Source: an optimization exercise on an open RTL-to-GDS flow (aim: small area and a short achievable clock period). Production flows keep margins and buffers that such runs may drop.
Function was checked by simulation only, so behaviour that the tests miss may differ from the original.
No driver is modelled on the clock port, so clocking that relies on it looks cheaper here than on a real chip.

==> run M: inputs <==
==> flow/design.v (excerpt) <==
module tnn_classifier (
    input  logic                                         clk,
    input  logic                                         rst_n,
    input  tnn_pkg::feature_t [tnn_pkg::FEAT_CNT-1:0]    features,
    input  logic                                         features_valid,
    output logic [tnn_pkg::CLASS_BITS-1:0]               prediction,
    output logic                                         prediction_valid
);
    logic [63:0] x_q;
    logic [39:0] h, h_q;
    logic [49:0] a, a_q;
    logic [9:0]  m, m_q;
    logic [3:0]  idx;
    logic        v0_q, v1_q, v2_q, v3_q;
    tnn_hidden_layer u_hidden (.x(x_q), .h(h));
    tnn_output_layer u_output (.h(h_q), .a(a));
    tnn_argmax_narrow u_narrow (.a(a_q), .alive(m));
    tnn_argmax_pick   u_pick   (.alive(m_q), .idx(idx));
    always_ff @(posedge clk) begin
        x_q        <= features;
        h_q        <= h;
        a_q        <= a;
        m_q        <= m;
        prediction <= idx;
    end
    always_ff @(posedge clk or negedge rst_n) begin
        if (!rst_n) begin
            v0_q             <= 1'b0;
            v1_q             <= 1'b0;
            v2_q             <= 1'b0;
            v3_q             <= 1'b0;
            prediction_valid <= 1'b0;
        end else begin
            v0_q             <= features_valid;
            v1_q             <= v0_q;
            v2_q             <= v1_q;
            v3_q             <= v2_q;
            prediction_valid <= v3_q;
        end
    end
endmodule
==> flow/config.mk <==
export PLATFORM = sky130hd
export DESIGN_NAME = tnn_classifier
export DESIGN_NICKNAME = tnn_classifier
export VERILOG_FILES = /design/flow/design.v
export SDC_FILE = /design/flow/constraint.sdc
export NUM_CORES = 4
export LEC_CHECK = 0
export CAP_MARGIN = 20
export CORE_MARGIN = 2
export CORE_UTILIZATION = 65
export HOLD_SLACK_MARGIN = 0.05
export PLACE_DENSITY = 0.75
export SLEW_MARGIN = 20
export SYNTH_HIERARCHICAL = 1
==> flow/constraint.sdc <==
create_clock -name core_clock -period 22.0 [get_ports {clk}]
set_input_delay 4.4000 -clock core_clock [delete_from_list [all_inputs] [get_ports {clk}]]
set_output_delay 4.4000 -clock core_clock [all_outputs]
set_load 0.01 [all_outputs]
standard.sh (not shown) runs the stock make flow with config.mk's settings and CLKGATE_MAP_FILE= SYNTH_SCRIPT=/design/flow/synth_recipe.tcl, a recipe that flattens the netlist after the stock synthesis.
==> flow/flow/run.sh <==
#!/bin/bash
# Own layout flow: the standard flow (standard.sh, standard synthesis
# unchanged) with two changes:
#  - ports are buffered with buf_1 cells instead of the default choice;
#  - after clock-tree synthesis, post_cts.tcl delays the clock of the h_q,
#    a_q and m_q registers: useful skew between internal pipeline stages
#    only (the input register x_q and the output registers keep the tree's
#    clock).
# make's full output goes to flow_make.log here; ORFS keeps each step's log
# under orfs/logs.
set -euo pipefail
here=$(pwd)
export BUFFER_PORTS_ARGS="-buffer_cell sky130_fd_sc_hd__buf_1"
export POST_CTS_TCL="$here/flow/post_cts.tcl"
bash standard.sh > "$here/flow_make.log" 2>&1
Other scripts of this flow, unchanged in this note and not shown: flow/flow/post_cts.tcl, flow/flow/skew.tcl
==> run Y (differences from run M) <==
--- a/flow/config.mk
+++ b/flow/config.mk
@@ -9,5 +9,4 @@
 export CORE_MARGIN = 2
-export CORE_UTILIZATION = 65
+export CORE_UTILIZATION = 40
 export HOLD_SLACK_MARGIN = 0.05
-export PLACE_DENSITY = 0.75
 export SLEW_MARGIN = 20
==> qor summary <==
	run Y	run M
Run status	finished clean	finished clean
Buf+Inv Stages, Crit Path	1	2
Per-cell routed wire length	30.1 um	35.8 um
Max frequency	185 MHz	182 MHz
Data required time at the worst endpoint	17.60 ns	23.67 ns
Multi-input logic portion of the cell area	0.727	0.739
Critical path depth	1	16
Final standard cell utilization of the core	0.437	0.698
WL met2	37,100 um	34,700 um
Peak fanout along the critical path	1	6
Post-layout net count	2,806	2,805
Setup crit end kind	primary output	register
Final cycle utilization of the critical path	0.245	0.249
Final worst path period need	5.40 ns	5.48 ns

[re-timing with driven ports]
Ports are ideal in the flow. The routed layouts listed here were re-timed in OpenROAD.
Step 1 (the two cells are an assumption about what drives the block):
set clk [get_ports {clk}]
set_driving_cell -lib_cell sky130_fd_sc_hd__clkbuf_16 $clk
set_driving_cell -lib_cell sky130_fd_sc_hd__buf_2 [delete_from_list [all_inputs] $clk]
Step 2, shift: input delay + t, output delay - t, t = (earliest + latest rising clock arrival at the registers) / 2. This alone moves slack from input paths to output paths.
Three values: no drivers, after step 1, after step 2; two values: the first two.
| run | t, ns | setup slack, ns | hold WS [ns] | worst setup path after step 2 | clock arrival spread, ns |
|---|---|---|---|---|---|
| run M | 1.143 | 16.518 / 16.518 / 16.518 | 0.032 / 0.032 / 0.032 | register to register | 1.308 / 1.309 |
| run Y | 1.227 | 16.603 / 16.541 / 16.645 | 0.104 / 0.104 / 0.104 | register to register | 1.348 / 1.348 |
Clock arrivals are far apart in run M and run Y, so t is only a midpoint there and step 2 fits no single register.
